Source: an optimization exercise on an open RTL-to-GDS flow (aim: a short achievable clock period and few clock cycles). Production flows keep margins and buffers that such runs may drop. Function was checked by simulation only, so behaviour that the tests miss may differ from the original. Power figures rest on the tool's default switching activity, not on a simulated workload.

<file path="flow/config.mk">
export PLATFORM = sky130hd
export DESIGN_NAME = mips_cpu_bus
export DESIGN_NICKNAME = mips_cpu_bus
export VERILOG_FILES = /design/flow/design.v
export SDC_FILE = /design/flow/constraint.sdc
export NUM_CORES = 4
export LEC_CHECK = 0
export CAP_MARGIN = 20
export CORE_MARGIN = 2
export CORE_UTILIZATION = 40
export SLEW_MARGIN = 20
</file>
<file path="flow/constraint.sdc">
create_clock -name core_clock -period 12.0 [get_ports {clk}]
set_input_delay 2.4000 -clock core_clock [delete_from_list [all_inputs] [get_ports {clk}]]
set_output_delay 2.4000 -clock core_clock [all_outputs]
set_load 0.01 [all_outputs]
</file>
<file path="flow/design.v">
package mips_pkg;
  typedef enum logic [2:0] {
    FETCH  = 3'd0,
    DECODE = 3'd1,
    MEM    = 3'd2,    
    EXEC   = 3'd3,
    HALTED = 3'd4     
  } cpu_state_t;
  typedef enum logic [2:0] {
    ALU_ADD = 3'd0,
    ALU_SUB = 3'd1,
    ALU_AND = 3'd2,
    ALU_OR  = 3'd3,
    ALU_SLT = 3'd4
  } alu_op_t;
  typedef struct packed {
    logic [5:0] opcode;
    logic [4:0] rs;
    logic [4:0] rt;
    logic [4:0] rd;
    logic [4:0] shamt;
    logic [5:0] funct;
  } r_fmt_t;
  typedef struct packed {
    logic [5:0]  opcode;
    logic [4:0]  rs;
    logic [4:0]  rt;
    logic [15:0] imm;
  } i_fmt_t;
  typedef union packed {
    r_fmt_t r;
    i_fmt_t i;
  } instr_u;
  typedef struct packed {
    alu_op_t alu_op;
    logic    use_imm;      
    logic    zero_ext;     
    logic    upper_imm;    
    logic    is_load;
    logic    is_store;
    logic    reg_write;
    logic    dest_is_rt;   
    logic    is_beq;
    logic    is_bne;
    logic    is_jump;
    logic    is_jr;
  } ctrl_t;
  typedef struct packed {
    logic [32-1:0] addr;
    logic [32-1:0] wdata;
    logic                  read;
    logic                  write;
  } bus_req_t;
  typedef struct packed {
    logic                  we;
    logic [4:0]            idx;
    logic [32-1:0] data;
  } wb_t;
endpackage
`timescale 1ns/100ps
module mips_sequencer (
  input  logic                  clk,
  input  logic                  reset,
  input  logic [32-1:0] pc,
  input  mips_pkg::ctrl_t       ctrl,
  input  logic                  bus_done,
  output mips_pkg::cpu_state_t  state,
  output logic                  active,
  output mips_pkg::bus_req_t    fetch_req,
  output logic                  mem_phase
);
  logic halt_hit;    
  assign halt_hit  = (state == mips_pkg::FETCH) && (pc == 32'h0000_0000);
  assign mem_phase = (state == mips_pkg::MEM);
  always_comb begin
    fetch_req.addr  = pc;
    fetch_req.wdata = '0;
    fetch_req.read  = (state == mips_pkg::FETCH) && !halt_hit;   
    fetch_req.write = 1'b0;
  end
  always_ff @(posedge clk) begin
    if (reset) begin
      state  <= mips_pkg::HALTED;   
      active <= 1'b1;
    end else begin
      case (state)
        mips_pkg::FETCH: begin
          if (halt_hit) begin
            state  <= mips_pkg::HALTED;
            active <= 1'b0;   
          end else if (bus_done) begin
            state <= mips_pkg::DECODE;
          end
        end
        mips_pkg::DECODE: begin
          if (ctrl.is_load || ctrl.is_store)
            state <= mips_pkg::MEM;
          else
            state <= mips_pkg::EXEC;
        end
        mips_pkg::MEM: begin
          if (bus_done)
            state <= mips_pkg::EXEC;   
        end
        mips_pkg::EXEC: state <= mips_pkg::FETCH;   
        mips_pkg::HALTED: begin
          if (active)
            state <= mips_pkg::FETCH;   
        end
        default: state <= mips_pkg::HALTED;
      endcase
    end
  end
endmodule
`timescale 1ns/100ps
module mips_bus_unit (
  input  logic                    clk,
  input  logic                    reset,
  input  mips_pkg::bus_req_t      fetch_req,
  input  mips_pkg::bus_req_t      data_req,
  output logic [32-1:0]   address,
  output logic [32-1:0]   writedata,
  output logic                    read,
  output logic                    write,
  output logic [32/8-1:0] byteenable,
  input  logic                    waitrequest,
  input  logic [32-1:0]   readdata,
  output logic                    bus_done,
  output mips_pkg::instr_u        instr,
  output logic [32-1:0]   load_data
);
  mips_pkg::bus_req_t grant;    
  logic               data_sel;
  assign data_sel = data_req.read || data_req.write;
  assign grant    = data_sel ? data_req : fetch_req;
  assign address    = grant.addr;
  assign writedata  = grant.wdata;
  assign read       = grant.read;
  assign write      = grant.write;
  assign byteenable = '1;   
  assign bus_done = (grant.read || grant.write) && !waitrequest;
  always_ff @(posedge clk) begin
    if (reset)
      instr <= '0;
    else if (bus_done && grant.read && !data_sel)
      instr <= readdata;
  end
  always_ff @(posedge clk) begin
    if (bus_done && grant.read && data_sel)
      load_data <= readdata;
  end
endmodule
`timescale 1ns/100ps
module mips_decoder (
  input  mips_pkg::instr_u instr,
  output mips_pkg::ctrl_t  ctrl
);
  always_comb begin
    ctrl        = '0;   
    ctrl.alu_op = mips_pkg::ALU_ADD;
    case (instr.i.opcode)
      6'h00: begin   
        case (instr.r.funct)
          6'h21: ctrl.reg_write = 1'b1;   
          6'h23: begin   
            ctrl.alu_op    = mips_pkg::ALU_SUB;
            ctrl.reg_write = 1'b1;
          end
          6'h24: begin   
            ctrl.alu_op    = mips_pkg::ALU_AND;
            ctrl.reg_write = 1'b1;
          end
          6'h25: begin   
            ctrl.alu_op    = mips_pkg::ALU_OR;
            ctrl.reg_write = 1'b1;
          end
          6'h2A: begin   
            ctrl.alu_op    = mips_pkg::ALU_SLT;
            ctrl.reg_write = 1'b1;
          end
          6'h08: ctrl.is_jr = 1'b1;
          default: ;
        endcase
      end
      6'h02: ctrl.is_jump = 1'b1;   
      6'h04: ctrl.is_beq  = 1'b1;
      6'h05: ctrl.is_bne  = 1'b1;
      6'h09: begin   
        ctrl.use_imm    = 1'b1;
        ctrl.reg_write  = 1'b1;
        ctrl.dest_is_rt = 1'b1;
      end
      6'h0D: begin   
        ctrl.alu_op     = mips_pkg::ALU_OR;
        ctrl.use_imm    = 1'b1;
        ctrl.zero_ext   = 1'b1;
        ctrl.reg_write  = 1'b1;
        ctrl.dest_is_rt = 1'b1;
      end
      6'h0F: begin   
        ctrl.use_imm    = 1'b1;
        ctrl.upper_imm  = 1'b1;
        ctrl.reg_write  = 1'b1;
        ctrl.dest_is_rt = 1'b1;
      end
      6'h23: begin   
        ctrl.use_imm    = 1'b1;
        ctrl.is_load    = 1'b1;
        ctrl.reg_write  = 1'b1;
        ctrl.dest_is_rt = 1'b1;
      end
      6'h2B: begin   
        ctrl.use_imm  = 1'b1;
        ctrl.is_store = 1'b1;
      end
      default: ;
    endcase
  end
endmodule
`timescale 1ns/100ps
module mips_regfile (
  input  logic                  clk,
  input  logic                  reset,
  input  mips_pkg::instr_u      instr,
  input  mips_pkg::wb_t         wb,
  output logic [32-1:0] rs_data,
  output logic [32-1:0] rt_data,
  output logic [32-1:0] register_v0
);
  logic [32-1:0] regs [32];
  always_ff @(posedge clk) begin
    if (reset) begin
      for (int i = 0; i < 32; i++)
        regs[i] <= '0;
    end else if (wb.we && (wb.idx != 5'd0)) begin
      regs[wb.idx] <= wb.data;   
    end
  end
  assign rs_data     = regs[instr.r.rs];
  assign rt_data     = regs[instr.r.rt];
  assign register_v0 = regs[2];
endmodule
`timescale 1ns/100ps
module mips_execute (
  input  logic                  clk,
  input  logic                  reset,
  input  mips_pkg::cpu_state_t  state,
  input  mips_pkg::instr_u      instr,
  input  mips_pkg::ctrl_t       ctrl,
  input  logic [32-1:0] rs_data,
  input  logic [32-1:0] rt_data,
  input  logic [32-1:0] load_data,
  input  logic                  mem_phase,
  output logic [32-1:0] pc,
  output mips_pkg::bus_req_t    data_req,
  output mips_pkg::wb_t         wb
);
  logic [32-1:0] imm_sx, imm_ext, op_a, op_b, alu_res;
  logic [32-1:0] pc_plus4, br_target, j_target, next_pc;
  logic                  taken;
  assign imm_sx  = {{16{instr.i.imm[15]}}, instr.i.imm};
  assign imm_ext = ctrl.upper_imm ? {instr.i.imm, 16'h0000} :
                   ctrl.zero_ext  ? {16'h0000, instr.i.imm} : imm_sx;
  assign op_a = ctrl.upper_imm ? '0 : rs_data;   
  assign op_b = ctrl.use_imm ? imm_ext : rt_data;
  always_comb begin
    case (ctrl.alu_op)
      mips_pkg::ALU_SUB: alu_res = op_a - op_b;
      mips_pkg::ALU_AND: alu_res = op_a & op_b;
      mips_pkg::ALU_OR:  alu_res = op_a | op_b;
      mips_pkg::ALU_SLT: alu_res = {31'd0, $signed(op_a) < $signed(op_b)};
      default:           alu_res = op_a + op_b;   
    endcase
  end
  always_comb begin
    data_req.addr  = {alu_res[32-1:2], 2'b00};
    data_req.wdata = rt_data;
    data_req.read  = mem_phase && ctrl.is_load;
    data_req.write = mem_phase && ctrl.is_store;
  end
  assign pc_plus4  = pc + 32'd4;
  assign br_target = pc_plus4 + {imm_sx[32-3:0], 2'b00};
  assign j_target  = {pc_plus4[31:28], instr.i.rs, instr.i.rt, instr.i.imm, 2'b00};   
  assign taken     = (ctrl.is_beq && (rs_data == rt_data)) ||
                     (ctrl.is_bne && (rs_data != rt_data));
  always_comb begin
    if (ctrl.is_jr)
      next_pc = rs_data;
    else if (ctrl.is_jump)
      next_pc = j_target;
    else if (taken)
      next_pc = br_target;
    else
      next_pc = pc_plus4;
  end
  always_ff @(posedge clk) begin
    if (reset)
      pc <= 32'hBFC0_0000;
    else if (state == mips_pkg::EXEC)
      pc <= next_pc;
  end
  always_comb begin
    wb.we   = (state == mips_pkg::EXEC) && ctrl.reg_write;
    wb.idx  = ctrl.dest_is_rt ? instr.i.rt : instr.r.rd;
    wb.data = ctrl.is_load ? load_data : alu_res;
  end
endmodule
`timescale 1ns/100ps
module mips_cpu_bus (
  input  logic                  clk,
  input  logic                  reset,
  output logic                  active,
  output logic [32-1:0] register_v0,
  output logic [32-1:0]   address,
  output logic                    write,
  output logic                    read,
  input  logic                    waitrequest,
  output logic [32-1:0]   writedata,
  output logic [32/8-1:0] byteenable,
  input  logic [32-1:0]   readdata
);
  mips_pkg::cpu_state_t  state;
  mips_pkg::ctrl_t       ctrl;
  mips_pkg::bus_req_t    fetch_req, data_req;
  mips_pkg::instr_u      instr;
  mips_pkg::wb_t         wb;
  logic [32-1:0] pc, rs_data, rt_data, load_data;
  logic                  bus_done, mem_phase;
  mips_sequencer seq_i (
    .clk, .reset, .pc, .ctrl, .bus_done,
    .state, .active, .fetch_req, .mem_phase
  );
  mips_bus_unit bus_i (
    .clk, .reset, .fetch_req, .data_req,
    .address, .writedata, .read, .write, .byteenable,
    .waitrequest, .readdata, .bus_done, .instr, .load_data
  );
  mips_decoder dec_i (.instr, .ctrl);
  mips_regfile rf_i (
    .clk, .reset, .instr, .wb, .rs_data, .rt_data, .register_v0
  );
  mips_execute ex_i (
    .clk, .reset, .state, .instr, .ctrl, .rs_data, .rt_data, .load_data,
    .mem_phase, .pc, .data_req, .wb
  );
endmodule
</file>
<file path="flow/run.sh">
#!/bin/bash
# synth_recipe.tcl (not shown) runs the flow's synth.tcl, then flattens the netlist and writes it again
# the make line also repeats each setting of config.mk as NAME=value (left out here)
make -C /OpenROAD-flow-scripts/flow DESIGN_CONFIG=/design/flow/config.mk WORK_HOME=/design/flow/orfs CLKGATE_MAP_FILE= SYNTH_SCRIPT=/design/flow/synth_recipe.tcl finish
</file>
==> results.txt <==
per-layer routing:
layer  up-vias  part of all wire [%]
met5         -                 0.021
li1      21400                     -
met4         8                   6.3
met1     25900                    36
met2      3651                    46
met3       781                    12
power groups by stage:
| stage | clock network (mW) | registers (mW) | logic [mW] |
|---|---|---|---|
| floorplan | 0 | 4.58 | 1.86 |
| detailed placement | 0 | 4.62 | 3.05 |
| finish | 3.60 | 4.54 | 3.16 |
| CTS | 3.60 | 4.53 | 3.06 |
| global placement | 0 | 4.61 | 3.03 |
| global route | 3.74 | 4.55 | 3.29 |
state kept, by name, indices dropped and copies added (netlist names), named ones only:
signal           flops
bus_i.load_data     32
seq_i.state          3
ex_i.pc             32
bus_i.instr         32
seq_i.active         1
rf_i.regs         1024
area by class of cell:
class                           count  area [um2]
Sequential cell                  1134       33300
Clock buffer                      159        3240
Clock inverter                     60         422
Inverter                          119         447
Tap cell                         2160        2700
Antenna cell                        3        7.51
Timing Repair Buffer              339        3050
Fill cell                       14800       88200
Multi-Input combinational cell   4032       29400
synthesized netlist by cell type, types with 9 or more instances:
master    count  area [um2]
o21ai_0     126         631
nand2_1     340        1280
and4_1       15         131
o31ai_1      12        90.1
nor3_1       89         445
mux4_2      256        5770
a22oi_1     352        2640
mux2_2       12         135
mux2i_1     529        5300
nor2b_1      19         119
a21o_1       48         360
and3_1       15        93.8
nand2b_1     50         313
o211ai_1     14         105
a21oi_1     232        1160
nor4_1       24         150
and2_1       44         275
nand4_1      63         394
edfxtp_1   1056       31700
o221ai_1     30         263
inv_1       119         447
buf_1        40         150
nand3_1     175         876
nor2_1     1130        4240
buf_2       101         505
ha_1        127        1590
xnor2_1      54         473
o21bai_1     20         150
clkbuf_1    364        1370
a221oi_1     21         184
a221o_1      15         150
o22ai_1      14        87.6
a211oi_1     29         218
buf_4        15         113
buf_6         9         101
xor2_1       34         298
dfxtp_1      78        1560
stage by stage:
step	cell area [um2]	std cells	power, mW
floorplan	64900	5814	6.43
global placement	68900	7782	7.63
detailed placement	68900	7783	7.67
CTS	72600	8002	11.2
global route	72600	8003	11.6
finish	72600	8006	11.3
worst max path at each step:
| stage | endpoint |
|---|---|
| after floorplan | address[28] |
| after global placement | address[30] |
| after detailed placement | address[30] |
| after CTS | address[30] |
| after global routing | address[30] |
| final | address[30] |
worst max-delay path, stage by stage, from the launching register on:
cell and delay [ps]:
dfxtp_1 780, inv_1 200, nor2_1 330, nand3_1 280, o21ai_4 670, buf_4 490
nand3_1 210, nand2_1 200, ha_1 310, inv_1 100, fa_1 420, inv_1 100
a21oi_1 120, o211ai_1 440, a2111oi_2 230, o31ai_1 660, a221o_1 320, a311o_1 300
and4b_1 220, o21ai_1 80, a31oi_1 580, clkdlybuf4s50_1 670
kinds of logic (layout without fill, tap and decap cells):
family          Yosys count  count (layout)  synth area share [%]
simple gates           1997            1997                  13.2
buf+inv                 648             677                  4.14
flops                  1134            1134                  51.4
fa+ha+maj               130             130                  2.55
xor+xnor                 88              88                  1.19
other cells               2              39                0.0116
mux                     797             797                  17.3
compound gates          984             984                  10.3
==> key figures <==
Outcome
  – Status: finished clean

Floorplanning
  – DIE AREA: 0.165 mm2
  – I/O pins: 138
  – Core Region: 0.161 mm2
  – Initial Utilization: 40.3%
  – Die Wd: 406 um
  – Chip height: 406 um
  – Row Count: 147

Timing
  – Final TNS setup: 0 ps
  – Final worst path period share: 90.7%
  – Layout Skew: 22.4 ps
  – Slew @ Worst Pin: 1240 ps
  – Min Tclk post-route: 10890 ps
  – Slew headroom: 16.9%
  – Max Clk Rate: 91.9 MHz
  – Hold WS: 495 ps
  – Setup ws final: 1110 ps
  – Setup violations, final: 0
  – RSZ-0062 raised after global routing: no
  – Slew Viols, Final: 0
  – Endpoints failing hold: 0

Placement
  – Routability Congestion: 0.964
  – DP Wirelength: 171000 um
  – Setup Slack @ Placement: 2120 ps
  – Number of port buffers: 133

CTS
  – TritonCTS clock tree: built
  – Post-CTS Setup Inserts: 0
  – Post-cts resize count: 0
  – H-tree Lvls: 3
  – # hold bufs at CTS: 0
  – CTS Buf Count: 120
  – Longest Clk Path Bufs: 3
  – Worst-Skew Late Latency: 760 ps
  – Root buf cell: clkbuf_16
  – Clk pin slew, worst setup/hold paths: 60 ps
  – CTS sink cnt: 1134

Synthesis
  – Predominant post-synthesis flop cell: edfxtp_1
  – Synth Instances: 5780
  – Synthesized flop and latch total: 1134
  – Post-synth EDFFs: 1056
  – Synth unique cells: 74
  – Register area share after synthesis: 51.4%
  – Yosys warning count: 5
  – Post-synth ARST share: 0%
  – Netlist Area Pre-Place: 0.0648 mm2
  – Avg Inst Size Synth: 11.2 um2

Drt
  – Residual DRC count: 0
  – Final wirelength: 261000 um
  – Starting DRT DRC Count: 7820
  – Via Count: 51800
  – Antenna viol nets, final: 0
  – DRT Pass-1 Iters: 6
  – Via density: 6.47
  – Average wire per standard cell: 32.6 um

GRT
  – Grt ovf: 0
  – Grt peak-use layer: met2
  – Number of global-route vias before repair: 49700
  – Met1 Usage GRT: 39.6%
  – Largest net degree at the start of global routing: 99
  – Total track usage: 31.0%
  – Routing usage on met3: 6.83%
  – First-pass GRT wire length: 366000 um
  – Met2 usage: 48.9%
  – Initial antenna violation count: 13

Critical path
  – CP Class: register to output port
  – CP Launch Point: bus_i.instr[26]
  – Type of origin of the critical path: register
  – R2R Setup Slk: 4240 ps
  – Crit Path Max Fanout: 38
  – Crit end category: output port
  – R2R Path End: rf_i.regs[29][31]
  – Required time of the critical path: 9600 ps
  – Critical path arrival: 8490 ps
  – FF-to-FF path depth: 17

Cells and area
  – Commonest non-fill, non-tap cells in the layout: nor2_1 (1121), edfxtp_1 (1056), mux2i_1 (522)
  – Proportion of layout cells with a drive suffix above 1: 13.1%
  – Area grow syn2layout: 12.0%
  – Leading cell type in the layout, fill and taps excluded: nor2_1
  – Post-layout util: 45.2%
  – Net count, final: 5911

Hold path
  – Hold wc startpoint: bus_i.instr[21]
  – Hold path depth: 2
  – Hold Path Class: register to register

Pwr
  – Reg power frac: 40.2%
  – Psw: 4.05 mW
  – Pint: 7.25 mW
  – Clock share of power: 31.8%
  – Comb power frac: 28.0%
  – Sw Share: 35.8%
  – Peak VDD IR: 0.108 mV
  – Pwr per Cell Area: 156 mW/mm2
  – Pleak: 24.8 nW

Run
  – Max cap viols: 0
Testbench counts, summed over its fixed seeds: cycles 197,020.

separate check: timing with driven ports:
Ports are ideal in the flow. The routed layout listed here was re-timed in OpenROAD. Step 1 (the two cells are an assumption about what drives the block):
set clk [get_ports {clk}]
set_driving_cell -lib_cell sky130_fd_sc_hd__clkbuf_16 $clk
set_driving_cell -lib_cell sky130_fd_sc_hd__buf_2 [delete_from_list [all_inputs] $clk]
Step 2 moves the port delays by t, midway between the first and last clock arrival at a register: inputs arrive t later, outputs are due t later. That takes back most of the time a late clock gives input paths. Three values: no drivers, after step 1, after step 2; two values: the first two.
shift t [ns]: 0.846
setup slack, ns: 1.115 / 1.022 / 1.868
clock arrival spread, ns: 0.022 / 0.022
worst data-port slew with drivers (ns): 0.07
cell pins on the clock port's net: 1
After both steps setup and hold are still met in this run. For this run, drivers alone change the setup slack by -0.093 ns; drivers and shift together by +0.753 ns.
